This design comes from an exercise in tuning for small area, a short achievable clock period and few clock cycles on the open sky130 flow, not from production work. RTL that was checked went through simulation tests only; none was proved equivalent to the original. No functional check of the RTL was part of run 1.

==> flow/design.v <==
package mslcg_pkg;
	localparam int unsigned STATE_W    = 31;
	localparam int unsigned DIM_W      = 7;
	localparam int unsigned PATHS_W    = 16;
	localparam int unsigned CMD_W      = 2;
	localparam int unsigned JUMP_W     = PATHS_W + DIM_W;
	localparam int unsigned CFG_IDX_W  = 8;
	localparam int unsigned CFG_DATA_W = 31;
	localparam int unsigned CNT_W      = $clog2(STATE_W + 1);
	localparam int unsigned MAX_DIM_DEF = 64;
	localparam logic [STATE_W-1:0] LCG_MOD      = 31'h7FFF_FFFF;
	localparam logic [STATE_W-1:0] LCG_MUL      = 31'd16807;
	localparam int unsigned        LCG_MUL_BITS = 15;
	localparam logic [STATE_W-1:0] LCG_MUL_ALIGNED = LCG_MUL << (STATE_W - LCG_MUL_BITS);
	localparam logic [CNT_W-1:0]   MUL_CNT_STEP = CNT_W'(LCG_MUL_BITS);
	localparam logic [CNT_W-1:0]   MUL_CNT_FULL = CNT_W'(STATE_W);
	localparam logic [CMD_W-1:0] CMD_DRAW  = 2'd0;
	localparam logic [CMD_W-1:0] CMD_RESET = 2'd1;
	localparam logic [CMD_W-1:0] CMD_SKIP  = 2'd2;
	localparam logic [CFG_IDX_W-1:0] REG_SEED = 8'd0;
	localparam logic [CFG_IDX_W-1:0] REG_DIM  = 8'd1;
	typedef enum logic [2:0] {
		S_IDLE,
		S_STEP,
		S_EMIT,
		S_JCHK,
		S_JMUL,
		S_JSQR
	} state_t;
endpackage
module minimal_standard_lcg_stream #(
	parameter int unsigned MAX_DIM = mslcg_pkg::MAX_DIM_DEF
) (
	input  logic                              clk,
	input  logic                              arst_n,
	input  logic                              cfg_valid,
	output logic                              cfg_ready,
	input  logic [mslcg_pkg::CFG_IDX_W-1:0]   cfg_index,
	input  logic [mslcg_pkg::CFG_DATA_W-1:0]  cfg_data,
	input  logic                              req_valid,
	output logic                              req_ready,
	input  logic [mslcg_pkg::CMD_W-1:0]       req_cmd,
	input  logic [mslcg_pkg::PATHS_W-1:0]     req_skip_paths,
	output logic                              rsp_valid,
	input  logic                              rsp_ready,
	output logic [mslcg_pkg::STATE_W-1:0]     rsp_sample,
	output logic                              rsp_last
);
	localparam int unsigned STATE_W = mslcg_pkg::STATE_W;
	localparam int unsigned DIM_W   = mslcg_pkg::DIM_W;
	localparam int unsigned PATHS_W = mslcg_pkg::PATHS_W;
	function automatic logic [4:0] skip_digit(input logic [4:0] k, input logic [2:0] d);
		case ({k, d})
			{5'd0, 3'd0}: skip_digit = 5'h00;
			{5'd0, 3'd1}: skip_digit = 5'h00;
			{5'd0, 3'd2}: skip_digit = 5'h00;
			{5'd0, 3'd3}: skip_digit = 5'h00;
			{5'd0, 3'd4}: skip_digit = 5'h10;
			{5'd0, 3'd5}: skip_digit = 5'h0f;
			{5'd0, 3'd6}: skip_digit = 5'h09;
			{5'd1, 3'd0}: skip_digit = 5'h00;
			{5'd1, 3'd1}: skip_digit = 5'h08;
			{5'd1, 3'd2}: skip_digit = 5'h0f;
			{5'd1, 3'd3}: skip_digit = 5'h0c;
			{5'd1, 3'd4}: skip_digit = 5'h0e;
			{5'd1, 3'd5}: skip_digit = 5'h19;
			{5'd1, 3'd6}: skip_digit = 5'h13;
			{5'd2, 3'd0}: skip_digit = 5'h00;
			{5'd2, 3'd1}: skip_digit = 5'h1f;
			{5'd2, 3'd2}: skip_digit = 5'h0d;
			{5'd2, 3'd3}: skip_digit = 5'h0a;
			{5'd2, 3'd4}: skip_digit = 5'h05;
			{5'd2, 3'd5}: skip_digit = 5'h03;
			{5'd2, 3'd6}: skip_digit = 5'h0a;
			{5'd3, 3'd0}: skip_digit = 5'h03;
			{5'd3, 3'd1}: skip_digit = 5'h0d;
			{5'd3, 3'd2}: skip_digit = 5'h0e;
			{5'd3, 3'd3}: skip_digit = 5'h0a;
			{5'd3, 3'd4}: skip_digit = 5'h02;
			{5'd3, 3'd5}: skip_digit = 5'h11;
			{5'd3, 3'd6}: skip_digit = 5'h1e;
			{5'd4, 3'd0}: skip_digit = 5'h03;
			{5'd4, 3'd1}: skip_digit = 5'h03;
			{5'd4, 3'd2}: skip_digit = 5'h1c;
			{5'd4, 3'd3}: skip_digit = 5'h1a;
			{5'd4, 3'd4}: skip_digit = 5'h0f;
			{5'd4, 3'd5}: skip_digit = 5'h1a;
			{5'd4, 3'd6}: skip_digit = 5'h09;
			{5'd5, 3'd0}: skip_digit = 5'h03;
			{5'd5, 3'd1}: skip_digit = 5'h10;
			{5'd5, 3'd2}: skip_digit = 5'h1b;
			{5'd5, 3'd3}: skip_digit = 5'h01;
			{5'd5, 3'd4}: skip_digit = 5'h0f;
			{5'd5, 3'd5}: skip_digit = 5'h04;
			{5'd5, 3'd6}: skip_digit = 5'h12;
			{5'd6, 3'd0}: skip_digit = 5'h00;
			{5'd6, 3'd1}: skip_digit = 5'h14;
			{5'd6, 3'd2}: skip_digit = 5'h0f;
			{5'd6, 3'd3}: skip_digit = 5'h0c;
			{5'd6, 3'd4}: skip_digit = 5'h04;
			{5'd6, 3'd5}: skip_digit = 5'h12;
			{5'd6, 3'd6}: skip_digit = 5'h08;
			{5'd7, 3'd0}: skip_digit = 5'h00;
			{5'd7, 3'd1}: skip_digit = 5'h11;
			{5'd7, 3'd2}: skip_digit = 5'h0d;
			{5'd7, 3'd3}: skip_digit = 5'h0a;
			{5'd7, 3'd4}: skip_digit = 5'h1b;
			{5'd7, 3'd5}: skip_digit = 5'h0f;
			{5'd7, 3'd6}: skip_digit = 5'h12;
			{5'd8, 3'd0}: skip_digit = 5'h00;
			{5'd8, 3'd1}: skip_digit = 5'h1a;
			{5'd8, 3'd2}: skip_digit = 5'h19;
			{5'd8, 3'd3}: skip_digit = 5'h11;
			{5'd8, 3'd4}: skip_digit = 5'h1e;
			{5'd8, 3'd5}: skip_digit = 5'h04;
			{5'd8, 3'd6}: skip_digit = 5'h03;
			{5'd9, 3'd0}: skip_digit = 5'h03;
			{5'd9, 3'd1}: skip_digit = 5'h1c;
			{5'd9, 3'd2}: skip_digit = 5'h19;
			{5'd9, 3'd3}: skip_digit = 5'h1d;
			{5'd9, 3'd4}: skip_digit = 5'h1e;
			{5'd9, 3'd5}: skip_digit = 5'h1b;
			{5'd9, 3'd6}: skip_digit = 5'h1f;
			{5'd10, 3'd0}: skip_digit = 5'h03;
			{5'd10, 3'd1}: skip_digit = 5'h16;
			{5'd10, 3'd2}: skip_digit = 5'h19;
			{5'd10, 3'd3}: skip_digit = 5'h06;
			{5'd10, 3'd4}: skip_digit = 5'h17;
			{5'd10, 3'd5}: skip_digit = 5'h1c;
			{5'd10, 3'd6}: skip_digit = 5'h09;
			{5'd11, 3'd0}: skip_digit = 5'h00;
			{5'd11, 3'd1}: skip_digit = 5'h0a;
			{5'd11, 3'd2}: skip_digit = 5'h0c;
			{5'd11, 3'd3}: skip_digit = 5'h1d;
			{5'd11, 3'd4}: skip_digit = 5'h18;
			{5'd11, 3'd5}: skip_digit = 5'h13;
			{5'd11, 3'd6}: skip_digit = 5'h15;
			{5'd12, 3'd0}: skip_digit = 5'h00;
			{5'd12, 3'd1}: skip_digit = 5'h04;
			{5'd12, 3'd2}: skip_digit = 5'h0e;
			{5'd12, 3'd3}: skip_digit = 5'h1d;
			{5'd12, 3'd4}: skip_digit = 5'h0e;
			{5'd12, 3'd5}: skip_digit = 5'h00;
			{5'd12, 3'd6}: skip_digit = 5'h03;
			{5'd13, 3'd0}: skip_digit = 5'h03;
			{5'd13, 3'd1}: skip_digit = 5'h05;
			{5'd13, 3'd2}: skip_digit = 5'h0d;
			{5'd13, 3'd3}: skip_digit = 5'h17;
			{5'd13, 3'd4}: skip_digit = 5'h18;
			{5'd13, 3'd5}: skip_digit = 5'h05;
			{5'd13, 3'd6}: skip_digit = 5'h1f;
			{5'd14, 3'd0}: skip_digit = 5'h03;
			{5'd14, 3'd1}: skip_digit = 5'h1e;
			{5'd14, 3'd2}: skip_digit = 5'h1b;
			{5'd14, 3'd3}: skip_digit = 5'h08;
			{5'd14, 3'd4}: skip_digit = 5'h1c;
			{5'd14, 3'd5}: skip_digit = 5'h1d;
			{5'd14, 3'd6}: skip_digit = 5'h09;
			{5'd15, 3'd0}: skip_digit = 5'h00;
			{5'd15, 3'd1}: skip_digit = 5'h1a;
			{5'd15, 3'd2}: skip_digit = 5'h07;
			{5'd15, 3'd3}: skip_digit = 5'h04;
			{5'd15, 3'd4}: skip_digit = 5'h14;
			{5'd15, 3'd5}: skip_digit = 5'h08;
			{5'd15, 3'd6}: skip_digit = 5'h02;
			{5'd16, 3'd0}: skip_digit = 5'h03;
			{5'd16, 3'd1}: skip_digit = 5'h12;
			{5'd16, 3'd2}: skip_digit = 5'h04;
			{5'd16, 3'd3}: skip_digit = 5'h1a;
			{5'd16, 3'd4}: skip_digit = 5'h16;
			{5'd16, 3'd5}: skip_digit = 5'h16;
			{5'd16, 3'd6}: skip_digit = 5'h07;
			{5'd17, 3'd0}: skip_digit = 5'h03;
			{5'd17, 3'd1}: skip_digit = 5'h18;
			{5'd17, 3'd2}: skip_digit = 5'h14;
			{5'd17, 3'd3}: skip_digit = 5'h14;
			{5'd17, 3'd4}: skip_digit = 5'h0a;
			{5'd17, 3'd5}: skip_digit = 5'h03;
			{5'd17, 3'd6}: skip_digit = 5'h0c;
			{5'd18, 3'd0}: skip_digit = 5'h03;
			{5'd18, 3'd1}: skip_digit = 5'h1e;
			{5'd18, 3'd2}: skip_digit = 5'h00;
			{5'd18, 3'd3}: skip_digit = 5'h07;
			{5'd18, 3'd4}: skip_digit = 5'h18;
			{5'd18, 3'd5}: skip_digit = 5'h0d;
			{5'd18, 3'd6}: skip_digit = 5'h14;
			{5'd19, 3'd0}: skip_digit = 5'h00;
			{5'd19, 3'd1}: skip_digit = 5'h12;
			{5'd19, 3'd2}: skip_digit = 5'h08;
			{5'd19, 3'd3}: skip_digit = 5'h07;
			{5'd19, 3'd4}: skip_digit = 5'h0c;
			{5'd19, 3'd5}: skip_digit = 5'h0d;
			{5'd19, 3'd6}: skip_digit = 5'h12;
			{5'd20, 3'd0}: skip_digit = 5'h03;
			{5'd20, 3'd1}: skip_digit = 5'h06;
			{5'd20, 3'd2}: skip_digit = 5'h15;
			{5'd20, 3'd3}: skip_digit = 5'h03;
			{5'd20, 3'd4}: skip_digit = 5'h18;
			{5'd20, 3'd5}: skip_digit = 5'h00;
			{5'd20, 3'd6}: skip_digit = 5'h07;
			{5'd21, 3'd0}: skip_digit = 5'h03;
			{5'd21, 3'd1}: skip_digit = 5'h1d;
			{5'd21, 3'd2}: skip_digit = 5'h09;
			{5'd21, 3'd3}: skip_digit = 5'h0d;
			{5'd21, 3'd4}: skip_digit = 5'h08;
			{5'd21, 3'd5}: skip_digit = 5'h02;
			{5'd21, 3'd6}: skip_digit = 5'h08;
			default: skip_digit = '0;
		endcase
	endfunction
	function automatic logic [2:0] skip_lead(input logic [4:0] k);
		skip_lead[0] = (32'h000899c6 >> k) & 1'b1;
		skip_lead[1] = (32'h00000000 >> k) & 1'b1;
		skip_lead[2] = (32'h00000001 >> k) & 1'b1;
	endfunction
	function automatic logic [4:0] skip_first(input logic [4:0] k);
		skip_first[0] = (32'h003766bc >> k) & 1'b1;
		skip_first[1] = (32'h003fef3c >> k) & 1'b1;
		skip_first[2] = (32'h00001044 >> k) & 1'b1;
		skip_first[3] = (32'h00008906 >> k) & 1'b1;
		skip_first[4] = (32'h000881c5 >> k) & 1'b1;
	endfunction
	function automatic logic [STATE_W-1:0] sanitize(input logic [STATE_W-1:0] s);
		sanitize = (s == '0 || s == mslcg_pkg::LCG_MOD) ? STATE_W'(1) : s;
	endfunction
	function automatic logic [STATE_W-1:0] rotl(input logic [STATE_W-1:0] v, input int unsigned r);
		rotl = (v << r) | (v >> (STATE_W - r));
	endfunction
	function automatic logic [2*STATE_W-1:0] csa(input logic [STATE_W-1:0] a, b, c);
		logic [STATE_W-1:0] cy;
		cy = (a & b) | (a & c) | (b & c);
		csa = {a ^ b ^ c, cy[STATE_W-2:0], cy[STATE_W-1]};
	endfunction
	function automatic logic [STATE_W-1:0] add_eac(input logic [STATE_W-1:0] a, b);
		logic [STATE_W-1:0] g, p, gg, pp, gn, pn, c;
		g = a & b;
		p = a ^ b;
		gg = g;
		pp = p;
		for (int l = 0; (1 << l) < STATE_W; l++) begin
			for (int i = 0; i < STATE_W; i++) begin
				gn[i] = gg[i] | (pp[i] & gg[(i + STATE_W - (1 << l)) % STATE_W]);
				pn[i] = pp[i] & pp[(i + STATE_W - (1 << l)) % STATE_W];
			end
			gg = gn;
			pp = pn;
		end
		for (int i = 0; i < STATE_W; i++) begin
			c[i] = gg[(i + STATE_W - 1) % STATE_W];
		end
		add_eac = p ^ c;
	endfunction
	logic [STATE_W-1:0] x_q, seed_q, acc_q;
	logic [DIM_W-1:0]   n_q;
	logic [5:0]         cnt_q;
	logic               valid_q;
	logic               pend_q;
	logic [1:0]         pcmd_q;
	logic [PATHS_W-1:0] paths_q;
	logic               skip_q;
	logic [5:0]         jacc_q;
	logic [4:0]         kscan_q;
	logic               mul_q;
	logic [4:0]         kidx_q;
	logic [2:0]         step_q;
	logic req_fire, cfg_fire, free, cmd_av, exec, advance;
	logic [1:0] cmd;
	logic [DIM_W-1:0] n_new;
	logic [STATE_W-1:0] cfg_clean;
	assign req_ready  = !pend_q && !skip_q && (!valid_q || cnt_q == '0);
	assign cfg_ready  = !pend_q && !skip_q && !valid_q;
	assign rsp_valid  = valid_q;
	assign rsp_sample = x_q;
	assign rsp_last   = (cnt_q == '0);
	assign req_fire = req_valid && req_ready;
	assign cfg_fire = cfg_valid && cfg_ready;
	assign free     = !valid_q || rsp_ready;
	assign cmd_av   = pend_q || req_fire;
	assign cmd      = pend_q ? pcmd_q : req_cmd;
	assign exec     = cmd_av && free;
	assign advance  = valid_q && rsp_ready && cnt_q != '0;
	assign cfg_clean = sanitize(cfg_data);
	always_comb begin
		if (cfg_data[DIM_W-1:0] == '0) begin
			n_new = DIM_W'(1);
		end else if (cfg_data[DIM_W-1:0] > DIM_W'(MAX_DIM)) begin
			n_new = DIM_W'(MAX_DIM);
		end else begin
			n_new = cfg_data[DIM_W-1:0];
		end
	end
	logic skip_go;
	logic [PATHS_W-1:0] sc_p;
	logic [5:0] sc_jacc;
	logic [4:0] sc_k;
	logic [DIM_W-1:0] jsum;
	logic jbit, scan_done, scan_on, mul_last, mul_free, mul_start, scan_adv;
	assign skip_go   = exec && cmd == mslcg_pkg::CMD_SKIP;
	assign sc_p      = skip_go ? (pend_q ? paths_q : req_skip_paths) : paths_q;
	assign sc_jacc   = skip_go ? '0 : jacc_q;
	assign sc_k      = skip_go ? '0 : kscan_q;
	assign jsum      = DIM_W'(sc_jacc) + (sc_p[0] ? n_q : '0);
	assign jbit      = jsum[0];
	assign scan_done = (paths_q == '0) && (jacc_q == '0);
	assign scan_on   = skip_go || (skip_q && !scan_done);
	assign mul_last  = mul_q && step_q == 3'd6;
	assign mul_free  = !mul_q || mul_last;
	assign mul_start = skip_q && !scan_done && jbit && mul_free;
	assign scan_adv  = scan_on && (!jbit || mul_free);
	logic [4:0] dig_q, dig_d;
	logic       acc_en_q;
	logic [STATE_W-1:0] o0, o1, o2, o3, o4, o5, sum;
	logic [2*STATE_W-1:0] l1a, l1b, l2, l3;
	always_comb begin
		if (mul_start) begin
			dig_d = skip_first(kscan_q);
		end else if (mul_q && !mul_last) begin
			dig_d = skip_digit(kidx_q, step_q + 3'd1);
		end else begin
			dig_d = 5'h1f;
		end
	end
	always_comb begin
		o0 = ~(dig_q[0] ? x_q : '0);
		o1 = dig_q[3] ? rotl(x_q, 3) : '0;
		o2 = !mul_q ? rotl(x_q, 14) : (dig_q[1] ? rotl(x_q, 1) : '0);
		o3 = !mul_q ? rotl(x_q, 9)  : (dig_q[2] ? rotl(x_q, 2) : '0);
		o4 = !mul_q ? rotl(x_q, 5)  : (dig_q[4] ? rotl(x_q, 4) : '0);
		o5 = !mul_q ? ~rotl(x_q, 7) : (acc_en_q ? rotl(acc_q, 5) : '0);
		l1a = csa(o0, o1, o2);
		l1b = csa(o3, o4, o5);
		l2  = csa(l1a[2*STATE_W-1:STATE_W], l1a[STATE_W-1:0], l1b[2*STATE_W-1:STATE_W]);
		l3  = csa(l2[2*STATE_W-1:STATE_W], l2[STATE_W-1:0], l1b[STATE_W-1:0]);
		sum = add_eac(l3[2*STATE_W-1:STATE_W], l3[STATE_W-1:0]);
	end
	always_ff @(posedge clk or negedge arst_n) begin
		if (!arst_n) begin
			x_q     <= STATE_W'(1);
			seed_q  <= STATE_W'(1);
			n_q     <= DIM_W'(1);
			valid_q <= 1'b0;
			pend_q  <= 1'b0;
			skip_q  <= 1'b0;
			mul_q   <= 1'b0;
			dig_q    <= 5'h1f;
			acc_en_q <= 1'b0;
		end else begin
			dig_q    <= dig_d;
			acc_en_q <= mul_q && !mul_last;
			if (cfg_fire && cfg_index == mslcg_pkg::REG_SEED) begin
				seed_q <= cfg_clean;
				x_q    <= cfg_clean;
			end else if (cfg_fire && cfg_index == mslcg_pkg::REG_DIM) begin
				n_q <= n_new;
				x_q <= seed_q;
			end else if (exec && cmd == mslcg_pkg::CMD_RESET) begin
				x_q <= seed_q;
			end else if (advance || (exec && cmd == mslcg_pkg::CMD_DRAW) || mul_last || (skip_go && jbit)) begin
				x_q <= sum;
			end
			if (exec) begin
				valid_q <= (cmd == mslcg_pkg::CMD_DRAW);
			end else if (rsp_ready && cnt_q == '0) begin
				valid_q <= 1'b0;
			end
			if (exec) begin
				pend_q <= 1'b0;
			end else if (req_fire) begin
				pend_q <= 1'b1;
			end
			if (skip_go) begin
				skip_q <= 1'b1;
			end else if (scan_done && mul_free) begin
				skip_q <= 1'b0;
			end
			if (mul_start) begin
				mul_q <= 1'b1;
			end else if (mul_last) begin
				mul_q <= 1'b0;
			end
		end
	end
	always_ff @(posedge clk) begin
		acc_q <= sum;
		if (exec && cmd == mslcg_pkg::CMD_DRAW) begin
			cnt_q <= 6'(n_q - DIM_W'(1));
		end else if (advance) begin
			cnt_q <= cnt_q - 6'd1;
		end
		if (req_fire) begin
			pcmd_q <= req_cmd;
		end
		if (scan_adv) begin
			paths_q <= sc_p >> 1;
		end else if (req_fire) begin
			paths_q <= req_skip_paths;
		end
		if (scan_adv) begin
			jacc_q  <= jsum[DIM_W-1:1];
			kscan_q <= sc_k + 5'd1;
		end
		if (mul_start) begin
			kidx_q <= kscan_q;
			step_q <= skip_lead(kscan_q);
		end else if (mul_q) begin
			step_q <= step_q + 3'd1;
		end
	end
endmodule
==> flow/run.sh <==
#!/bin/bash
# synth_recipe.tcl (not shown) runs the flow's synth.tcl, then flattens the netlist and writes it again
# the make line also repeats each setting of config.mk as NAME=value (left out here)
make -C /OpenROAD-flow-scripts/flow DESIGN_CONFIG=/design/flow/config.mk WORK_HOME=/design/flow/orfs CLKGATE_MAP_FILE= SYNTH_SCRIPT=/design/flow/synth_recipe.tcl finish
==> flow/config.mk <==
export PLATFORM = sky130hd
export DESIGN_NAME = minimal_standard_lcg_stream
export DESIGN_NICKNAME = minimal_standard_lcg_stream
export VERILOG_FILES = /design/flow/design.v
export SDC_FILE = /design/flow/constraint.sdc
export NUM_CORES = 4
export LEC_CHECK = 0
export CAP_MARGIN = 20
export CORE_MARGIN = 2
export CORE_UTILIZATION = 55
export SETUP_SLACK_MARGIN = 3.0
export SLEW_MARGIN = 20
==> flow/constraint.sdc <==
create_clock -name core_clock -period 8.0 [get_ports {clk}]
set_input_delay 1.6000 -clock core_clock [delete_from_list [all_inputs] [get_ports {clk}]]
set_output_delay 1.6000 -clock core_clock [all_outputs]
set_load 0.01 [all_outputs]
==> flow_metrics.env, run 1 <==
export IMPL_ys_seq_elements=153
export IMPL_place_congestion=1.09
export IMPL_core_um2=28000
export IMPL_syn_inst=1903
export IMPL_layout_setup_ws_ps=2840
export IMPL_die_y_um=173
export IMPL_synthArstFlopShare_pct=51.6
export IMPL_critical_path_required_ps=8310
export IMPL_end_kind="register"
export IMPL_syn_nets=2145
export IMPL_synth_edff_count=42
export IMPL_clkSinkCount=153
export IMPL_place_area_um2=16800
export IMPL_ys_warnings_count=1
export IMPL_max_cap_violations=0
export IMPL_post_route_min_period_ps=5160
export IMPL_fin_tns_setup_ps=0
export IMPL_holdPathStages=2
export IMPL_syn_area_um2=15700
export IMPL_ys_flop_type="dfrtp_1"
export IMPL_synth_seq_area_share_pct=24.7
export IMPL_slew_violations=0
export IMPL_fin_area_um2=18800
export IMPL_grt_pass1_vias=15063
export IMPL_htree_num_levels=4
export IMPL_viasPerCell=6.89
export IMPL_cp_max_fo=9
export IMPL_clock_latency_ps=440
export IMPL_ant_nets=0
export IMPL_numCtsBuffers=17
export IMPL_min_delay_start="seed_q[25]"
export IMPL_area_growth_syn_to_layout_pct=19.6
export IMPL_dieArea_um2=30000
export IMPL_pre_cts_ws_ps=1730
export IMPL_r2r_start="x_q[19]"
export IMPL_start_util_pct=56.2
export IMPL_dpl_cell_count=2264
export IMPL_fin_cells=2322
export IMPL_die_w_um=173
export IMPL_synth_area_per_cell_um2=8.27
export IMPL_hold_class="register to register"
export IMPL_drt_iter0_drc=2338
export IMPL_vias=16007
export IMPL_nNetsFinal=2173
export IMPL_grt_pass1_wl_mm=90.2
export IMPL_hold_violations=0
export IMPL_cts_tree="done"
export IMPL_skew_ps=8.73
export IMPL_drc=0
export IMPL_path_class="register to register"
export IMPL_final_setup_viol_count=0
export IMPL_period_share_pct=64.5
export IMPL_port_buffers=96
export IMPL_synth_area_leaders="fa_1, dfrtp_1, edfxtp_1"
export IMPL_ys_types=80
export IMPL_grt_antenna_before_repair=0
export IMPL_avgRoutedWirePerCell_um=26.0
export IMPL_hold_end="seed_q[25]"
export IMPL_cts_buffer_depth=2
export IMPL_drive_gt1_share_pct=15.9
export IMPL_post_dp_hpwl_mm=44.9
export IMPL_r2r_slack_ps=2840
export IMPL_cp_arrival_ps=5470
export IMPL_grt_util_all_layers_pct=39.2
export IMPL_max_slew_margin_rel_pct=30.9
export IMPL_overflow=0
export IMPL_worst_pin_slew_ps=1040
export IMPL_io_pins=97
export IMPL_placementRows=61
export IMPL_r2r_end="x_q[27]"
export IMPL_fmaxAchievable_mhz=194
export IMPL_clk_pin_slew_ps=70
export IMPL_diodes=0
export IMPL_synth_top_area_share_pct=15.9
export IMPL_rsz0062_at_grt="true"
export IMPL_grt_max_degree=68
export IMPL_status="complete, no violations"
export IMPL_yosys_area_top_type="fa_1"
export IMPL_worst_setup_path_start_kind="register"
export IMPL_rr_worst_depth=14
export IMPL_first_pass_iters=6
export IMPL_wirelength_mm=60.5
export IMPL_cts_root_buffer="clkbuf_16"
[cell usage after synthesis (8+ instances only)]
cell type and n:
nor2b_1 54, clkbuf_1 86, mux2i_1 49, o21ai_0 134
ha_1 55, a31oi_1 24, inv_1 141, o211ai_1 20
xnor2_1 33, and2_1 44, nor2_1 131, nand2b_1 16
buf_2 28, dfrtp_1 71, buf_1 15, xor2_1 10
o221ai_1 14, o21a_1 8, nor4_1 15, dfstp_2 8
nand3_1 30, a22o_1 8, a41oi_1 10, edfxtp_1 42
a211oi_1 14, o31ai_1 15, a211o_1 10, nand2_1 199
fa_1 125, dfxtp_1 32, nor3_1 39, o2111ai_1 18
and3_1 9, nand4_1 38, o22ai_1 14, a21oi_1 229
[cells by family (layout without fill, tap and decap cells)]
logic type | after synthesis | count (layout) | share of synthesized area, %
simple gates | 608 | 609 | 18.6
compound gates | 586 | 586 | 23.0
buf+inv | 275 | 315 | 6.92
fa+ha+maj | 180 | 180 | 20.3
flops | 153 | 153 | 24.7
mux | 58 | 58 | 4.12
xor+xnor | 43 | 43 | 2.39
[repair_timing]
item	in CTS	in global routing
pin swaps	11	15
endpoints found under the setup margin	112	59
buffers inserted	9	16
hold buffers	0	0
cloned	0	1
gates resized for setup	188	111
hold endpoints to repair	0	0
[layout by cell type, fill, tap and decap left out, types with 47 or more instances in the layout]
cell               n
dfrtp_1           65
a21oi_1          182
inv_1            141
o21ai_0          103
fa_1             124
nor2_1           123
nand2_1          195
mux2i_1           47
clkdlybuf4s50_1   95
[layer usage]
layer / track usage [%] / routed length [µm] / vias up
li1: - / - / 6803
met1: 56.1 / 24100 / 7735
met2: 56.8 / 25200 / 1234
met3: 10.6 / 8380 / 233
met4: 14.6 / 2780 / 2
met5: 0 / 21 / -
[worst max-delay path, cell delays in order, from the launching register on]
cell,delay (ps)
dfrtp_1,740
nor2b_2,410
a21oi_2,90
fa_1,510
fa_1,550
inv_1,50
fa_1,480
ha_4,310
a21oi_1,340
o21ai_0,210
a21oi_1,290
nand2_1,210
a31oi_2,330
mux2i_2,360
o21ai_0,140
[sequential cells by signal, summed over array words and instances (netlist names)]
register / cells
cnt_q: 6
step_q: 3
x_q: 31
acc_q: 31
kscan_q: 5
paths_q: 16
valid_q: 1
kidx_q: 5
dig_q: 5
pend_q: 1
acc_en_q: 1
n_q: 7
seed_q: 31
mul_q: 1
jacc_q: 6
pcmd_q: 2
skip_q: 1
[final cells by class]
| cell class | count | area (µm²) |
|---|---|---|
| Multi-Input combinational cell | 1476 | 12000 |
| Fill cell | 2348 | 9180 |
| Sequential cell | 153 | 3900 |
| Timing Repair Buffer | 141 | 1330 |
| Inverter | 142 | 533 |
| Tap cell | 378 | 473 |
| Clock buffer | 20 | 468 |
| Clock inverter | 12 | 129 |
[stage by stage]
stage,hold WS [ps],utilization [%]
CTS,475,64.9
detailed placement,458,59.9
global placement,450,59.9
finish,474,67.2
global route,502,67.2
floorplan,436,-
[worst max-delay path by stage]
stage / to / cells past startpoint / start / slack, ps
4_1_cts: x_q[8] / 15 / mul_q / 2890
3_5_place_dp: x_q[28] / 14 / req_valid / 1730
5_1_grt: x_q[23] / 15 / mul_q / 2830
3_3_place_gp: x_q[25] / 16 / mul_q / 1770
2_1_floorplan: x_q[2] / 18 / mul_q / 3090
6_report: x_q[27] / 14 / x_q[19] / 2840
==> run 2: changes to the inputs <==
--- a/flow/design.v
+++ b/flow/design.v
@@ -53,9 +53,2 @@
 		case ({k, d})
-			{5'd0, 3'd0}: skip_digit = 5'h00;
-			{5'd0, 3'd1}: skip_digit = 5'h00;
-			{5'd0, 3'd2}: skip_digit = 5'h00;
-			{5'd0, 3'd3}: skip_digit = 5'h00;
-			{5'd0, 3'd4}: skip_digit = 5'h10;
-			{5'd0, 3'd5}: skip_digit = 5'h0f;
-			{5'd0, 3'd6}: skip_digit = 5'h09;
 			{5'd1, 3'd0}: skip_digit = 5'h00;
@@ -213,3 +206,3 @@
 		skip_lead[1] = (32'h00000000 >> k) & 1'b1;
-		skip_lead[2] = (32'h00000001 >> k) & 1'b1;
+		skip_lead[2] = (32'h00000000 >> k) & 1'b1;
 	endfunction
@@ -220,3 +213,3 @@
 		skip_first[3] = (32'h00008906 >> k) & 1'b1;
-		skip_first[4] = (32'h000881c5 >> k) & 1'b1;
+		skip_first[4] = (32'h000881c4 >> k) & 1'b1;
 	endfunction
@@ -256,4 +249,3 @@
 	logic               valid_q;
-	logic               pend_q;
-	logic [1:0]         pcmd_q;
+	logic               load_q;
 	logic [PATHS_W-1:0] paths_q;
@@ -265,3 +257,3 @@
 	logic [2:0]         step_q;
-	logic req_fire, cfg_fire, free, cmd_av, exec, advance;
+	logic req_fire, cfg_fire, exec, advance;
 	logic [1:0] cmd;
@@ -269,4 +261,4 @@
 	logic [STATE_W-1:0] cfg_clean;
-	assign req_ready  = !pend_q && !skip_q && (!valid_q || cnt_q == '0);
-	assign cfg_ready  = !pend_q && !skip_q && !valid_q;
+	assign req_ready  = !load_q && !skip_q && (!valid_q || (cnt_q == '0 && rsp_ready));
+	assign cfg_ready  = !load_q && !skip_q && !valid_q;
 	assign rsp_valid  = valid_q;
@@ -276,6 +268,4 @@
 	assign cfg_fire = cfg_valid && cfg_ready;
-	assign free     = !valid_q || rsp_ready;
-	assign cmd_av   = pend_q || req_fire;
-	assign cmd      = pend_q ? pcmd_q : req_cmd;
-	assign exec     = cmd_av && free;
+	assign cmd      = req_cmd;
+	assign exec     = req_fire;
 	assign advance  = valid_q && rsp_ready && cnt_q != '0;
@@ -298,3 +288,3 @@
 	assign skip_go   = exec && cmd == mslcg_pkg::CMD_SKIP;
-	assign sc_p      = skip_go ? (pend_q ? paths_q : req_skip_paths) : paths_q;
+	assign sc_p      = skip_go ? req_skip_paths : paths_q;
 	assign sc_jacc   = skip_go ? '0 : jacc_q;
@@ -319,3 +309,3 @@
 		end else begin
-			dig_d = 5'h1f;
+			dig_d = 5'h09;
 		end
@@ -325,6 +315,6 @@
 		o1 = dig_q[3] ? rotl(x_q, 3) : '0;
-		o2 = !mul_q ? rotl(x_q, 14) : (dig_q[1] ? rotl(x_q, 1) : '0);
-		o3 = !mul_q ? rotl(x_q, 9)  : (dig_q[2] ? rotl(x_q, 2) : '0);
-		o4 = !mul_q ? rotl(x_q, 5)  : (dig_q[4] ? rotl(x_q, 4) : '0);
-		o5 = !mul_q ? ~rotl(x_q, 7) : (acc_en_q ? rotl(acc_q, 5) : '0);
+		o2 = (!mul_q ? rotl(x_q, 14) : '0)  | (dig_q[1] ? rotl(x_q, 1) : '0);
+		o3 = (!mul_q ? rotl(x_q, 9)  : '0)  | (dig_q[2] ? rotl(x_q, 2) : '0);
+		o4 = (!mul_q ? rotl(x_q, 5)  : '0)  | (dig_q[4] ? rotl(x_q, 4) : '0);
+		o5 = (!mul_q ? ~rotl(x_q, 7) : '0) | (acc_en_q ? rotl(acc_q, 5) : '0);
 		l1a = csa(o0, o1, o2);
@@ -341,6 +331,6 @@
 			valid_q <= 1'b0;
-			pend_q  <= 1'b0;
+			load_q  <= 1'b0;
 			skip_q  <= 1'b0;
 			mul_q   <= 1'b0;
-			dig_q    <= 5'h1f;
+			dig_q    <= 5'h09;
 			acc_en_q <= 1'b0;
@@ -351,3 +341,6 @@
 				seed_q <= cfg_clean;
-				x_q    <= cfg_clean;
+			end
+			load_q <= cfg_fire && cfg_index == mslcg_pkg::REG_SEED;
+			if (load_q) begin
+				x_q <= seed_q;
 			end else if (cfg_fire && cfg_index == mslcg_pkg::REG_DIM) begin
@@ -365,7 +358,2 @@
 			end
-			if (exec) begin
-				pend_q <= 1'b0;
-			end else if (req_fire) begin
-				pend_q <= 1'b1;
-			end
 			if (skip_go) begin
@@ -389,9 +377,4 @@
 		end
-		if (req_fire) begin
-			pcmd_q <= req_cmd;
-		end
 		if (scan_adv) begin
 			paths_q <= sc_p >> 1;
-		end else if (req_fire) begin
-			paths_q <= req_skip_paths;
 		end
==> flow_metrics.env, run 2 <==
export IMPL_nNetsFinal=1986
export IMPL_rr_worst_depth=17
export IMPL_slowest_delay_ps=610
export IMPL_final_common_cell="nand2_1"
export IMPL_clk_pin_slew_ps=70
export IMPL_max_slew_margin_rel_pct=33.6
export IMPL_diodes=0
export IMPL_ant_nets=0
export IMPL_grt_pass1_vias=13335
export IMPL_synth_seq_area_share_pct=26.2
export IMPL_hold_class="register to register"
export IMPL_final_setup_viol_count=0
export IMPL_die_w_um=167
export IMPL_synth_area_per_cell_um2=8.51
export IMPL_yosys_area_share_simple_pct=20.0
export IMPL_cts_root_buffer="clkbuf_16"
export IMPL_avgRoutedWirePerCell_um=24.7
export IMPL_synth_top_area_share_pct=17.2
export IMPL_overflow=0
export IMPL_clkSinkCount=150
export IMPL_first_pass_iters=6
export IMPL_ys_flop_type="dfrtp_1"
export IMPL_post_dp_hpwl_mm=39.9
export IMPL_synth_compound_area_share_pct=20.2
export IMPL_wirelength_mm=51.6
export IMPL_synthArstFlopShare_pct=52.7
export IMPL_syn_nets=1950
export IMPL_clock_latency_ps=450
export IMPL_max_cap_violations=0
export IMPL_fmaxAchievable_mhz=200
export IMPL_rsz0062_at_grt="true"
export IMPL_grt_antenna_before_repair=1
export IMPL_grt_util_all_layers_pct=37.0
export IMPL_holdPathStages=2
export IMPL_yosysMostFrequentCell="nand2_1"
export IMPL_critical_path_required_ps=8320
export IMPL_final_cell_mix="nand2_1, fa_1, inv_1"
export IMPL_multi_input_area_um2=10400
export IMPL_cp_slowest_cell="dfrtp_1"
export IMPL_viasPerCell=6.57
export IMPL_synthAdderAreaFrac_pct=22.0
export IMPL_syn_area_um2=14500
export IMPL_drt_iter0_drc=1956
export IMPL_path_delay_family="adder cells"
export IMPL_end_kind="register"
export IMPL_dieArea_um2=27700
export IMPL_crit_chain="nor2b_2 > a21oi_1 > fa_1 > inv_1 > fa_1 > inv_1 > fa_1 > inv_1 > ha_2 > a21oi_2 > o21ai_2 > a21oi_1 > o21ai_2 > buf_4 > a211oi_4 > xnor2_1 > a221o_1"
export IMPL_grt_pass1_wl_mm=79.1
export IMPL_syn_inst=1707
export IMPL_numCtsBuffers=17
export IMPL_start_util_pct=55.9
export IMPL_cp_max_fo=9
export IMPL_cts_tree="done"
export IMPL_worst_pin_slew_ps=997
export IMPL_core_um2=26000
export IMPL_fin_tns_setup_ps=0
export IMPL_path_class="register to register"
export IMPL_placementRows=59
export IMPL_post_route_min_period_ps=5000
export IMPL_synth_area_leaders="fa_1, dfrtp_1, edfxtp_1"
export IMPL_cp_depth=17
export IMPL_yosys_area_top_type="fa_1"
export IMPL_reg_top3="acc_q: 31 flops, seed_q: 31 flops, x_q: 31 flops"
export IMPL_cp_arrival_ps=5330
export IMPL_ys_warnings_count=1
export IMPL_ys_top_cells_by_count="nand2_1, fa_1, inv_1, nor2_1, a21oi_1"
export IMPL_muxShareOfSynthArea_pct=2.66
export IMPL_finish_utilization_pct=65.2
export IMPL_synth_top_family_by_area="adder cells"
export IMPL_htree_num_levels=4
export IMPL_synth_edff_count=40
export IMPL_vias=13734
export IMPL_ys_seq_elements=150
export IMPL_pre_cts_ws_ps=2140
export IMPL_port_buffers=96
export IMPL_fillCellCount=2206
export IMPL_die_y_um=167
export IMPL_skew_ps=24.7
export IMPL_area_growth_syn_to_layout_pct=16.7
export IMPL_hold_ws_ps=489
export IMPL_place_area_um2=15600
export IMPL_worst_setup_path_start_kind="register"
export IMPL_io_pins=97
export IMPL_drc=0
export IMPL_cts_hold_buf=0
export IMPL_regArea_um2=3830
export IMPL_layout_setup_ws_ps=3000
export IMPL_hold_violations=0
export IMPL_slew_violations=0
export IMPL_cts_buffer_depth=2
export IMPL_grt_max_degree=80
export IMPL_crit_buf_inv=4
export IMPL_place_congestion=1.09
export IMPL_status="complete, no violations"
export IMPL_period_share_pct=62.5
export IMPL_synthXorXnorAreaFrac_pct=2.59
export IMPL_drive_gt1_share_pct=13.6
export IMPL_fin_area_um2=16900
export IMPL_ys_types=87
==> run 2: changes by cell type after synthesis, sizes merged, moves of 19 or more <==
| cell | before | now |
|---|---|---|
| a21oi | 229 | 104 |
| nand2 | 199 | 301 |
| nor2b | 54 | 19 |
| mux2i | 49 | 18 |
| a221o | 3 | 33 |
| a21boi | 2 | 29 |
| nand2b | 16 | 43 |
| nor2 | 131 | 108 |
| a22o | 8 | 30 |
| o21ai | 135 | 116 |
==> run 2: final timing paths <==
kind	start	to	slack, ps
hold / removal	seed_q[6]	seed_q[6]	490
min in group asynchronous	arst_n	x_q[16]	1170
hold reg to reg	seed_q[6]	seed_q[6]	490
max in group asynchronous	arst_n	dig_q[4]	6180
setup reg to reg	x_q[18]	x_q[21]	3000
setup / recovery	x_q[18]	x_q[21]	3000
==> run 2: metrics by stage <==
stage / cells
after floorplan: 1707
after global placement: 2046
after detailed placement: 2046
after CTS: 2083
after global routing: 2091
final: 2091
==> run 2: area by class of cell <==
type / count / share of cell area (%)
sequential: 150 / 22.6
clock inverter: 15 / 1.06
multi-input combinational: 1328 / 61.6
inverter: 124 / 2.75
timing repair buffer: 122 / 6.95
tap: 335 / 2.47
clock buffer: 17 / 2.51
==> run 2: what timing repair did <==
action                                  CTS  global route
pin swaps                                 4             4
endpoints found under the setup margin   62            81
setup buffers                             4             8
gates resized for setup                  92           121
gates cloned                              1             0
==> run 2: metal layers <==
layer,wire length [µm],global-route usage (%)
met1,21400,52.8
met2,22200,55.0
met3,5850,9.22
met4,2140,13.3
met5,0,0
==> run 2: kinds of logic after synthesis <==
| group | count (synthesis) |
|---|---|
| simple gates | 630 |
| compound gates | 438 |
| mux | 35 |
| xor+xnor | 43 |
| buf+inv | 230 |
| flops | 150 |
| fa+ha+maj | 181 |
==> run 2: tightest hold or removal path: stages (launching register included) <==
cell and delay (ps):
dfrtp_1 360, nand2_1 50, nand2_1 50
Testbench counts of run 2, summed over its fixed seeds: cycles 9,787.
==> run 3: changes to the inputs <==
--- a/flow/config.mk
+++ b/flow/config.mk
@@ -10,3 +10,3 @@
 export CORE_UTILIZATION = 55
-export SETUP_SLACK_MARGIN = 3.0
+export SETUP_SLACK_MARGIN = 3.5
 export SLEW_MARGIN = 20
==> flow_metrics.env, run 3 <==
export IMPL_clk_pin_slew_ps=70
export IMPL_final_cell_mix="nand2_1, inv_1, fa_1"
export IMPL_r2r_start="mul_q"
export IMPL_synth_top_area_share_pct=17.2
export IMPL_yosys_area_top_type="fa_1"
export IMPL_core_um2=26000
export IMPL_rr_worst_depth=14
export IMPL_skew_ps=16.6
export IMPL_wirelength_mm=54.0
export IMPL_first_pass_iters=9
export IMPL_numCtsBuffers=17
export IMPL_diodes=0
export IMPL_max_cap_violations=0
export IMPL_nNetsFinal=2073
export IMPL_port_buffers=96
export IMPL_grt_util_all_layers_pct=38.2
export IMPL_path_class="register to register"
export IMPL_fillCellCount=1906
export IMPL_ys_seq_elements=150
export IMPL_min_delay_start="seed_q[6]"
export IMPL_status="complete, no violations"
export IMPL_cts_root_buffer="clkbuf_16"
export IMPL_final_setup_viol_count=0
export IMPL_vias=14453
export IMPL_grt_busiest_layer="met2"
export IMPL_final_common_cell="nand2_1"
export IMPL_worst_setup_path_start_kind="register"
export IMPL_r2r_end="x_q[4]"
export IMPL_hold_violations=0
export IMPL_fmaxAchievable_mhz=210
export IMPL_overflow=0
export IMPL_ys_flop_type="dfrtp_1"
export IMPL_area_growth_syn_to_layout_pct=32.8
export IMPL_place_congestion=1.17
export IMPL_synthArstFlopShare_pct=52.7
export IMPL_synth_area_per_cell_um2=8.51
export IMPL_grt_pass1_wl_mm=82.0
export IMPL_cp_max_fo=20
export IMPL_fin_tns_setup_ps=0
export IMPL_drc=0
export IMPL_ys_types=87
export IMPL_critical_path_required_ps=8310
export IMPL_synth_area_leaders="fa_1, dfrtp_1, edfxtp_1"
export IMPL_met1_usage_pct=53.3
export IMPL_placementRows=59
export IMPL_synth_seq_area_share_pct=26.2
export IMPL_clock_latency_ps=430
export IMPL_rsz0062_at_grt="true"
export IMPL_holdPathStages=2
export IMPL_drt_iter0_drc=1941
export IMPL_clkSinkCount=150
export IMPL_grt_max_degree=80
export IMPL_ys_warnings_count=1
export IMPL_cts_hold_buf=0
export IMPL_start_util_pct=55.9
export IMPL_drive_gt1_share_pct=27.9
export IMPL_die_y_um=167
export IMPL_io_pins=97
export IMPL_avgRoutedWirePerCell_um=24.8
export IMPL_synth_edff_count=40
export IMPL_worst_pin_slew_ps=989
export IMPL_syn_nets=1950
export IMPL_hold_ws_ps=496
export IMPL_cp_arrival_ps=5060
export IMPL_die_w_um=167
export IMPL_post_route_min_period_ps=4760
export IMPL_dieArea_um2=27700
export IMPL_end_kind="register"
export IMPL_hold_end="seed_q[6]"
export IMPL_htree_num_levels=4
export IMPL_grt_use_met3_pct=10.6
export IMPL_grt_antenna_before_repair=0
export IMPL_syn_area_um2=14500
export IMPL_yosysMostFrequentCell="nand2_1"
export IMPL_ys_top_cells_by_count="nand2_1, fa_1, inv_1, nor2_1, a21oi_1"
export IMPL_slew_violations=0
export IMPL_r2r_slack_ps=3240
export IMPL_grt_use_met2_pct=56.5
export IMPL_syn_inst=1707
export IMPL_post_dp_hpwl_mm=38.9
export IMPL_reg_top3="acc_q: 31 flops, seed_q: 31 flops, x_q: 31 flops"
export IMPL_cts_tree="done"
export IMPL_max_slew_margin_rel_pct=34.1
export IMPL_pre_cts_ws_ps=2150
export IMPL_grt_pass1_vias=14233
export IMPL_viasPerCell=6.64
export IMPL_layout_setup_ws_ps=3240
export IMPL_hold_class="register to register"
export IMPL_period_share_pct=59.4
export IMPL_ant_nets=0
export IMPL_cts_buffer_depth=2
==> run 3: kinds of logic after synthesis <==
| logic type | share of synthesized area [%] |
|---|---|
| AND/OR/NAND/NOR | 20.0 |
| AO/OA/AOI/OAI | 20.2 |
| buffers and inverters | 6.29 |
| adder cells (fa/ha/maj) | 22.0 |
| flip-flops | 26.2 |
| XOR/XNOR | 2.59 |
| multiplexers | 2.66 |
==> run 3: critical path, stage by stage, from the launching register on <==
cell	delay, ps
dfrtp_4	550
buf_12	180
nand2b_1	180
a21boi_1	190
fa_2	600
fa_1	420
inv_1	90
fa_1	450
ha_4	380
nand4_1	260
o41ai_4	470
buf_4	190
a41oi_2	150
xnor2_2	190
a221o_1	320
==> run 3: how the worst max path moves through the flow <==
stage / start / to / slack, ps / cells past startpoint
after floorplan: mul_q / x_q[13] / 3500 / 17
after global placement: rsp_ready / x_q[14] / 1910 / 11
after detailed placement: mul_q / x_q[28] / 2150 / 16
after CTS: mul_q / x_q[9] / 3390 / 17
after global routing: mul_q / x_q[6] / 3160 / 16
final: mul_q / x_q[4] / 3240 / 14
==> run 3: routing by layer <==
metal	wire length (µm)	share of wire, %
met5	0	0
met4	2800	5.2
met3	6360	12
met2	23100	43
met1	21800	40
==> run 3: cell type report <==
| cell class | instances | area [µm²] | area share [%] |
|---|---|---|---|
| sequential | 150 | 3850 | 20.0 |
| clock buffer | 17 | 425 | 2.20 |
| inverter | 124 | 465 | 2.41 |
| tap | 335 | 419 | 2.17 |
| clock inverter | 15 | 184 | 0.953 |
| timing repair buffer | 209 | 1920 | 9.93 |
| multi-input combinational | 1328 | 12000 | 62.4 |
==> run 3: per-stage QoR <==
| step | area (µm²) | util, % | instances |
|---|---|---|---|
| floorplan | 14500 | - | 1707 |
| detailed placement | 15600 | 60.0 | 2047 |
| CTS | 18500 | 71.1 | 2148 |
| finish | 19300 | 74.3 | 2178 |
| global placement | 15600 | 60.0 | 2047 |
| global route | 19300 | 74.3 | 2178 |
==> run 3: timing repair <==
action                     in CTS  in global routing
pin swaps                      70                 50
setup endpoints to repair     112                 84
resized for setup             414                135
gates cloned                    1                  0
buffers inserted               68                 30
==> run 4: changes to the inputs <==
--- a/flow/config.mk
+++ b/flow/config.mk
@@ -10,3 +10,3 @@
 export CORE_UTILIZATION = 55
-export SETUP_SLACK_MARGIN = 3.5
+export SETUP_SLACK_MARGIN = 2.5
 export SLEW_MARGIN = 20
==> flow_metrics.env, run 4 <==
export IMPL_cts_root_buffer="clkbuf_16"
export IMPL_drive_gt1_share_pct=6.31
export IMPL_worst_pin_slew_ps=997
export IMPL_synthArstFlopShare_pct=52.7
export IMPL_clk_pin_slew_ps=70
export IMPL_grt_util_all_layers_pct=36.7
export IMPL_synthXorXnorAreaFrac_pct=2.59
export IMPL_yosys_area_top_type="fa_1"
export IMPL_clkSinkCount=150
export IMPL_io_pins=97
export IMPL_place_congestion=1.09
export IMPL_status="complete, no violations"
export IMPL_final_cell_mix="nand2_1, fa_1, inv_1"
export IMPL_critical_path_required_ps=8320
export IMPL_cts_buffer_depth=2
export IMPL_place_area_um2=15600
export IMPL_cts_hold_buf=0
export IMPL_diodes=0
export IMPL_hold_end="seed_q[6]"
export IMPL_path_class="register to register"
export IMPL_cts_tree="done"
export IMPL_crit_chain="buf_4 > nor2b_1 > a21oi_1 > fa_1 > inv_1 > fa_1 > inv_1 > fa_1 > inv_1 > ha_1 > a21oi_1 > o21ai_1 > a21oi_1 > o21ai_2 > a211oi_2 > xnor2_1 > a221o_1"
export IMPL_avgRoutedWirePerCell_um=24.5
export IMPL_ys_types=87
export IMPL_wirelength_mm=50.9
export IMPL_die_w_um=167
export IMPL_syn_inst=1707
export IMPL_max_cap_violations=0
export IMPL_syn_area_um2=14500
export IMPL_grt_pass1_wl_mm=78.4
export IMPL_rr_worst_depth=17
export IMPL_synth_edff_count=40
export IMPL_fin_area_um2=16300
export IMPL_final_setup_viol_count=0
export IMPL_max_slew_margin_rel_pct=33.5
export IMPL_multi_input_area_um2=9910
export IMPL_ys_seq_elements=150
export IMPL_regArea_um2=3810
export IMPL_end_kind="register"
export IMPL_drt_iter0_drc=1967
export IMPL_syn_nets=1950
export IMPL_cp_arrival_ps=5810
export IMPL_drc=0
export IMPL_slowest_delay_ps=540
export IMPL_period_share_pct=68.6
export IMPL_final_common_cell="nand2_1"
export IMPL_clock_latency_ps=440
export IMPL_synthAdderAreaFrac_pct=22.0
export IMPL_area_growth_syn_to_layout_pct=12.1
export IMPL_htree_num_levels=4
export IMPL_yosysMostFrequentCell="nand2_1"
export IMPL_ys_warnings_count=1
export IMPL_start_util_pct=55.9
export IMPL_hold_violations=0
export IMPL_slew_violations=0
export IMPL_overflow=0
export IMPL_grt_antenna_before_repair=1
export IMPL_ys_top_cells_by_count="nand2_1, fa_1, inv_1, nor2_1, a21oi_1"
export IMPL_worst_setup_path_start_kind="register"
export IMPL_grt_pass1_vias=13203
export IMPL_rsz0062_at_grt="true"
export IMPL_dieArea_um2=27700
export IMPL_cp_max_fo=16
export IMPL_yosys_area_share_simple_pct=20.0
export IMPL_viasPerCell=6.52
export IMPL_fillCellCount=2289
export IMPL_core_um2=26000
export IMPL_synth_top_area_share_pct=17.2
export IMPL_numCtsBuffers=17
export IMPL_placementRows=59
export IMPL_holdPathStages=2
export IMPL_ant_nets=0
export IMPL_fmaxAchievable_mhz=182
export IMPL_hold_class="register to register"
export IMPL_synth_area_leaders="fa_1, dfrtp_1, edfxtp_1"
export IMPL_post_route_min_period_ps=5480
export IMPL_synth_top_family_by_area="adder cells"
export IMPL_r2r_slack_ps=2520
export IMPL_nNetsFinal=1974
export IMPL_synth_compound_area_share_pct=20.2
export IMPL_vias=13561
export IMPL_post_dp_hpwl_mm=39.9
export IMPL_fin_tns_setup_ps=0
export IMPL_cp_slowest_cell="fa_1"
export IMPL_r2r_end="x_q[21]"
export IMPL_reg_top3="acc_q: 31 flops, seed_q: 31 flops, x_q: 31 flops"
export IMPL_synth_seq_area_share_pct=26.2
export IMPL_min_delay_start="seed_q[6]"
export IMPL_skew_ps=22.3
export IMPL_grt_max_degree=80
export IMPL_ys_flop_type="dfrtp_1"
export IMPL_synth_area_per_cell_um2=8.51
export IMPL_port_buffers=96
export IMPL_muxShareOfSynthArea_pct=2.66
export IMPL_first_pass_iters=6
export IMPL_die_y_um=167
export IMPL_r2r_start="mul_q"
run 4: cell counts after synthesis:
Identical to the previous run, type by type.
run 4: final cells by class:
cell class	count	area share, %
Multi-Input combinational cell	1327	60.8
Clock inverter	15	1.10
Sequential cell	150	23.4
Timing Repair Buffer	111	6.62
Tap cell	335	2.57
Clock buffer	17	2.61
Inverter	124	2.86
run 4: worst max-delay path by stage:
stage | startpoint | to | slack (ps) | cells after the start
floorplan | req_cmd[0] | jacc_q[0] | 3120 | 8
global placement | dig_q[1] | x_q[21] | 2000 | 15
detailed placement | dig_q[1] | x_q[21] | 2140 | 15
CTS | mul_q | x_q[20] | 2500 | 15
global route | mul_q | x_q[21] | 2480 | 17
finish | mul_q | x_q[21] | 2520 | 17
run 4: stage by stage:
step / hold slack, ps / util (%) / std cells / worst slack [ps]
after floorplan: 424 / - / 1707 / 3120
after global placement: 468 / 60.0 / 2046 / 2000
after detailed placement: 470 / 60.0 / 2046 / 2140
after CTS: 487 / 62.4 / 2078 / 2500
after global routing: 519 / 62.7 / 2079 / 2480
final: 488 / 62.7 / 2079 / 2520
run 4: cell families (layout without fill, tap and decap cells):
kind of cell | after synthesis | after routing
XOR/XNOR | 43 | 43
flip-flops | 150 | 150
AO/OA/AOI/OAI | 438 | 438
multiplexers | 35 | 35
AND/OR/NAND/NOR | 630 | 630
buffers and inverters | 230 | 267
adder cells (fa/ha/maj) | 181 | 181
run 4: critical path: cells and delay by family, from the launching register on:
family | cells | cell delay, ps
fa+ha+maj | 4 | 1980
buf+inv | 4 | 370
flops | 1 | 500
simple gates | 1 | 360
compound gates | 7 | 1950
xor+xnor | 1 | 230
run 4: what timing repair did:
| item | 4_1_cts | 5_1_grt |
|---|---|---|
| endpoints found under the setup margin | 24 | 39 |
| setup buffers | 0 | 1 |
| resized for setup | 9 | 20 |
run 4: metal layers:
| metal | GRT usage, % | wire, µm |
|---|---|---|
| met5 | 0 | 0 |
| met4 | 12.9 | 1930 |
| met1 | 52.8 | 21100 |
| met2 | 54.5 | 22000 |
| met3 | 8.84 | 5860 |
==> run 5: changes to the inputs <==
==> flow/flow/run.sh (new file) <==
#!/bin/bash
# The standard layout (standard.sh: the standard flow's synthesis and ORFS from floorplan to finish), with
# one change: the port buffers that global placement inserts are buf_1 cells instead of the
# cell buffer_ports picks by itself (clkdlybuf4s50_1, a delay cell of 10 um2).
set -e
export BUFFER_PORTS_ARGS="-buffer_cell sky130_fd_sc_hd__buf_1"
bash standard.sh > standard.log 2>&1
==> flow/standard.sh (new file) <==
#!/bin/bash
# synth_recipe.tcl (not shown) runs the flow's synth.tcl, then flattens the netlist and writes it again
# the make line also repeats each setting of config.mk as NAME=value (left out here)
make -C /OpenROAD-flow-scripts/flow DESIGN_CONFIG=/design/flow/config.mk WORK_HOME=/design/flow/orfs CLKGATE_MAP_FILE= SYNTH_SCRIPT=/design/flow/synth_recipe.tcl "${@:-finish}"
--- a/flow/config.mk
+++ b/flow/config.mk
@@ -10,3 +10,3 @@
 export CORE_UTILIZATION = 55
-export SETUP_SLACK_MARGIN = 2.5
+export SETUP_SLACK_MARGIN = 3.0
 export SLEW_MARGIN = 20
removed: flow/run.sh
==> flow_metrics.env, run 5 <==
export IMPL_status="complete, no violations"
export IMPL_final_setup_viol_count=0
export IMPL_place_congestion=1.11
export IMPL_grt_antenna_before_repair=0
export IMPL_die_w_um=167
export IMPL_htree_num_levels=4
export IMPL_yosys_area_top_type="fa_1"
export IMPL_area_growth_syn_to_layout_pct=14.5
export IMPL_vias=13784
export IMPL_fmaxAchievable_mhz=199
export IMPL_grt_util_all_layers_pct=37.2
export IMPL_first_pass_iters=6
export IMPL_final_common_cell="nand2_1"
export IMPL_finish_utilization_pct=64.0
export IMPL_final_cell_mix="nand2_1, fa_1, inv_1"
export IMPL_slew_violations=0
export IMPL_end_kind="register"
export IMPL_drc=0
export IMPL_synth_compound_area_share_pct=20.2
export IMPL_overflow=0
export IMPL_dieArea_um2=27700
export IMPL_ant_nets=0
export IMPL_ys_flop_type="dfrtp_1"
export IMPL_synth_seq_area_share_pct=26.2
export IMPL_skew_ps=13.7
export IMPL_clkSinkCount=150
export IMPL_period_share_pct=62.9
export IMPL_synth_area_per_cell_um2=8.51
export IMPL_cp_arrival_ps=5350
export IMPL_drive_gt1_share_pct=14.3
export IMPL_io_pins=97
export IMPL_syn_area_um2=14500
export IMPL_syn_nets=1950
export IMPL_cts_tree="done"
export IMPL_fin_tns_setup_ps=0
export IMPL_cts_hold_buf=0
export IMPL_reg_top3="acc_q: 31 flops, seed_q: 31 flops, x_q: 31 flops"
export IMPL_max_slew_margin_rel_pct=32.5
export IMPL_grt_max_degree=76
export IMPL_die_y_um=167
export IMPL_numCtsBuffers=17
export IMPL_met2_length_mm=22.4
export IMPL_rsz0062_at_grt="false"
export IMPL_nNetsFinal=1991
export IMPL_grt_pass1_wl_mm=79.5
export IMPL_hold_violations=0
export IMPL_wl_met3_mm=6.02
export IMPL_synth_top_area_share_pct=17.2
export IMPL_ys_seq_elements=150
export IMPL_fillCellCount=2246
export IMPL_worst_setup_path_start_kind="register"
export IMPL_ys_top_cells_by_count="nand2_1, fa_1, inv_1, nor2_1, a21oi_1"
export IMPL_muxShareOfSynthArea_pct=2.66
export IMPL_yosysMostFrequentCell="nand2_1"
export IMPL_regArea_um2=3820
export IMPL_post_dp_hpwl_mm=39.8
export IMPL_max_cap_violations=0
export IMPL_wirelength_mm=52.3
export IMPL_fin_area_um2=16600
export IMPL_ys_warnings_count=1
export IMPL_synthXorXnorAreaFrac_pct=2.59
export IMPL_syn_inst=1707
export IMPL_multi_input_area_um2=10600
export IMPL_critical_path_required_ps=8320
export IMPL_place_area_um2=15000
export IMPL_clock_latency_ps=440
export IMPL_path_class="register to register"
export IMPL_port_buffers=96
export IMPL_cp_max_fo=31
export IMPL_core_um2=26000
export IMPL_ys_types=87
export IMPL_clk_pin_slew_ps=70
export IMPL_synth_area_leaders="fa_1, dfrtp_1, edfxtp_1"
export IMPL_synthArstFlopShare_pct=52.7
export IMPL_grt_pass1_vias=13331
export IMPL_top_layer_used="met4"
export IMPL_viasPerCell=6.58
export IMPL_post_route_min_period_ps=5030
export IMPL_synthAdderAreaFrac_pct=22.0
export IMPL_drt_iter0_drc=1859
export IMPL_drt_met1_wl_mm=22.1
export IMPL_placementRows=59
export IMPL_worst_pin_slew_ps=1010
export IMPL_cts_buffer_depth=2
export IMPL_synth_edff_count=40
export IMPL_avgRoutedWirePerCell_um=25.0
export IMPL_hold_class="register to register"
export IMPL_start_util_pct=55.9
export IMPL_diodes=0
export IMPL_yosys_area_share_simple_pct=20.0
export IMPL_cts_root_buffer="clkbuf_16"
export IMPL_synth_top_family_by_area="adder cells"
==> run 5: cell counts after synthesis <==
No cell type changed its count.
==> run 5: worst paths after layout <==
check,start,endpoint,slack [ps],depth (start not counted)
worst max-delay path,mul_q,x_q[24],2970,17
worst min-delay path,n_q[6],n_q[6],500,1
worst max register to register,mul_q,x_q[24],2970,17
worst min register to register,n_q[6],n_q[6],500,1
max in group asynchronous,arst_n,acc_en_q,5730,2
min in group asynchronous,arst_n,x_q[10],980,1
==> run 5: critical path, cell delays in order (launching register included) <==
cell and delay, ps:
dfrtp_2 480, clkbuf_16 240, nand2b_1 260, a21boi_0 210
fa_1 580, inv_1 50, fa_1 490, inv_1 50
fa_1 470, inv_1 60, ha_4 350, nand2_1 110
nor2_1 310, a21oi_1 170, o21ai_1 290, a21oi_1 180
xnor2_1 250, a221o_1 360
==> run 5: cells by family after synthesis <==
family	Yosys count
AOI/OAI and AO/OA	438
xor gates and xnor gates	43
adders and majority gates	181
buffers and inverters	230
DFF	150
muxes	35
and+or+nand+nor	630
==> run 5: area by class of cell <==
type,count,share of cell area (%)
tap,335,2.52
multi-input combinational,1327,64.0
timing repair buffer,128,3.91
clock buffer,17,2.56
clock inverter,15,1.25
sequential,150,23.0
inverter,124,2.80
==> run 5: what timing repair did <==
| action | 4_1_cts | 5_1_grt |
|---|---|---|
| gates cloned | 0 | 1 |
| buffers inserted | 3 | 15 |
| pin swaps | 3 | 13 |
| endpoints found under the setup margin | 62 | 51 |
| gates resized for setup | 85 | 149 |
==> run 5: metal layers <==
| metal | track usage (%) | vias to the layer above |
|---|---|---|
| met2 | 53.8 | 846 |
| met1 | 55.3 | 6791 |
| met4 | 13.0 | 0 |
| li1 | - | 6006 |
| met3 | 8.41 | 141 |
| met5 | 0 | - |
==> run 5: metrics by stage <==
stage	cells	worst slack (ps)	hold slack [ps]
detailed placement	2045	2260	488
global placement	2045	2190	488
global route	2096	2980	519
finish	2096	2970	503
CTS	2080	2920	504
floorplan	1707	3120	424
==> run 6: changes to the inputs <==
--- a/flow/config.mk
+++ b/flow/config.mk
@@ -10,3 +10,3 @@
 export CORE_UTILIZATION = 55
-export SETUP_SLACK_MARGIN = 3.0
+export SETUP_SLACK_MARGIN = 3.25
 export SLEW_MARGIN = 20
==> flow_metrics.env, run 6 <==
export IMPL_cp_slowest_cell="dfrtp_4"
export IMPL_synth_area_per_cell_um2=8.51
export IMPL_drc=0
export IMPL_area_growth_syn_to_layout_pct=20.5
export IMPL_syn_area_um2=14500
export IMPL_ys_types=87
export IMPL_post_route_min_period_ps=4760
export IMPL_slowest_delay_ps=550
export IMPL_cpMostUsedCell="fa_1"
export IMPL_pre_cts_ws_ps=2180
export IMPL_status="complete, no violations"
export IMPL_fin_tns_setup_ps=0
export IMPL_max_slew_margin_rel_pct=30.9
export IMPL_synth_top_area_share_pct=17.2
export IMPL_final_setup_viol_count=0
export IMPL_final_common_cell="nand2_1"
export IMPL_end_kind="register"
export IMPL_cp_max_fo=20
export IMPL_numCtsBuffers=17
export IMPL_path_delay_family="adder cells"
export IMPL_dieArea_um2=27700
export IMPL_cts_root_buffer="clkbuf_16"
export IMPL_die_y_um=167
export IMPL_max_cap_violations=0
export IMPL_wirelength_mm=52.8
export IMPL_skew_ps=9.68
export IMPL_crit_buf_inv=2
export IMPL_grt_pass1_wl_mm=79.8
export IMPL_drt_iter0_drc=1698
export IMPL_synth_area_leaders="fa_1, dfrtp_1, edfxtp_1"
export IMPL_start_util_pct=55.9
export IMPL_first_pass_iters=7
export IMPL_yosys_area_top_type="fa_1"
export IMPL_cp_arrival_ps=5070
export IMPL_dpl_cell_count=2046
export IMPL_fmaxAchievable_mhz=210
export IMPL_fin_cells=2118
export IMPL_placementRows=59
export IMPL_hold_violations=0
export IMPL_finish_utilization_pct=67.4
export IMPL_htree_num_levels=4
export IMPL_nNetsFinal=2013
export IMPL_critical_path_required_ps=8320
export IMPL_ys_top_cells_by_count="nand2_1, fa_1, inv_1, nor2_1, a21oi_1"
export IMPL_core_um2=26000
export IMPL_grt_util_all_layers_pct=37.3
export IMPL_ys_flop_type="dfrtp_1"
export IMPL_grt_max_degree=75
export IMPL_clk_pin_slew_ps=70
export IMPL_synth_edff_count=40
export IMPL_ys_warnings_count=1
export IMPL_port_buffers=96
export IMPL_ant_nets=0
export IMPL_die_w_um=167
export IMPL_overflow=0
export IMPL_rsz0062_at_grt="true"
export IMPL_cts_hold_buf=0
export IMPL_ys_seq_elements=150
export IMPL_worst_setup_path_start_kind="register"
export IMPL_clock_latency_ps=430
export IMPL_slew_violations=0
export IMPL_grt_pass1_vias=13607
export IMPL_worst_pin_slew_ps=1040
export IMPL_syn_nets=1950
export IMPL_cts_tree="done"
export IMPL_avgRoutedWirePerCell_um=24.9
export IMPL_reg_top3="acc_q: 31 flops, seed_q: 31 flops, x_q: 31 flops"
export IMPL_cts_buffer_depth=2
export IMPL_final_cell_mix="nand2_1, inv_1, fa_1"
-- run 6: cell counts after synthesis --
No cell type changed its count.
-- run 6: repair_timing --
action	CTS	global route
resized for setup	236	168
setup buffers	17	22
endpoints found under the setup margin	62	73
pin swaps	25	44
gates cloned	1	0
-- run 6: path summary, 6_finish.rpt --
check / startpoint / to / slack [ps] / depth (start not counted)
worst max-delay path: mul_q / x_q[21] / 3240 / 14
worst min-delay path: n_q[0] / n_q[0] / 510 / 2
worst max register to register: mul_q / x_q[21] / 3240 / 14
worst min register to register: n_q[0] / n_q[0] / 510 / 2
max in group asynchronous: arst_n / dig_q[1] / 5700 / 2
min in group asynchronous: arst_n / x_q[16] / 1000 / 1
-- run 6: kinds of logic (layout without fill, tap and decap cells) --
logic type | Yosys count | count (layout) | share of synthesized area, %
muxes | 35 | 35 | 2.66
and+or+nand+nor | 630 | 631 | 20.0
AOI/OAI and AO/OA | 438 | 438 | 20.2
buffers and inverters | 230 | 305 | 6.29
DFF | 150 | 150 | 26.2
adders and majority gates | 181 | 181 | 22.0
xor gates and xnor gates | 43 | 43 | 2.59
-- run 6: cell type report --
cell class	instances	area (µm²)
timing repair buffer	149	810
clock inverter	14	136
clock buffer	18	439
sequential	150	3840
inverter	124	465
fill	2156	8470
multi-input combinational	1328	11400
tap	335	419
-- run 6: layer usage --
metal	global-route usage [%]	wire, µm	vias up
met2	54.0	22800	915
met3	10.8	6520	141
met4	13.6	1750	0
met5	0	0	-
li1	-	-	6064
met1	53.4	21700	6774
-- run 6: worst reg2reg max path: stages, from the launching register on --
cell and delay, ps:
dfrtp_4 550, buf_8 190, nand2b_1 180, a21boi_2 200, fa_1 480, fa_1 530, inv_1 60, fa_1 490
ha_4 350, nand4_1 150, or3_4 410, nor3_1 340, a211oi_2 170, xnor2_2 210, a221o_1 340
-- run 6: per-stage QoR --
stage / hold slack (ps) / cell area (µm²)
after floorplan: 424 / 14500
after global placement: 492 / 15000
after detailed placement: 494 / 15000
after CTS: 510 / 16600
after global routing: 525 / 17500
final: 509 / 17500

-- what the ideal ports hide --
No port has a modelled driver above. Below, the same layouts with a new extraction and two added sets of constraints. Step 1: set_driving_cell puts a clkbuf_16 on clk and a buf_2 on each other input, an assumption about the parent block. Step 2 moves the port delays by t, midway between the first and last clock arrival at a register: inputs arrive t later, outputs are due t later. That takes back most of the time a late clock gives input paths. Slacks: ideal ports / drivers / drivers and shift; pairs: ideal ports / drivers.
run	t, ns	setup WS [ns]	worst register clock-pin slew, ns	worst slew at a driven data input, ns
run 1	0.484	2.840 / 2.840 / 2.722	0.07 / 0.07	0.04
run 2	0.480	2.996 / 2.996 / 2.907	0.08 / 0.08	0.05
run 3	0.472	3.244 / 3.244 / 3.199	0.07 / 0.07	0.04
run 4	0.479	2.516 / 2.516 / 2.504	0.08 / 0.08	0.05
run 5	0.477	2.968 / 2.968 / 2.922	0.07 / 0.07	0.04
run 6	0.473	3.243 / 3.243 / 3.152	0.07 / 0.07	0.05
After both steps every run listed still meets setup and hold. The setup slack of run 1, which loses most, moves by 0.000 ns with the drivers and by -0.118 ns with both steps.
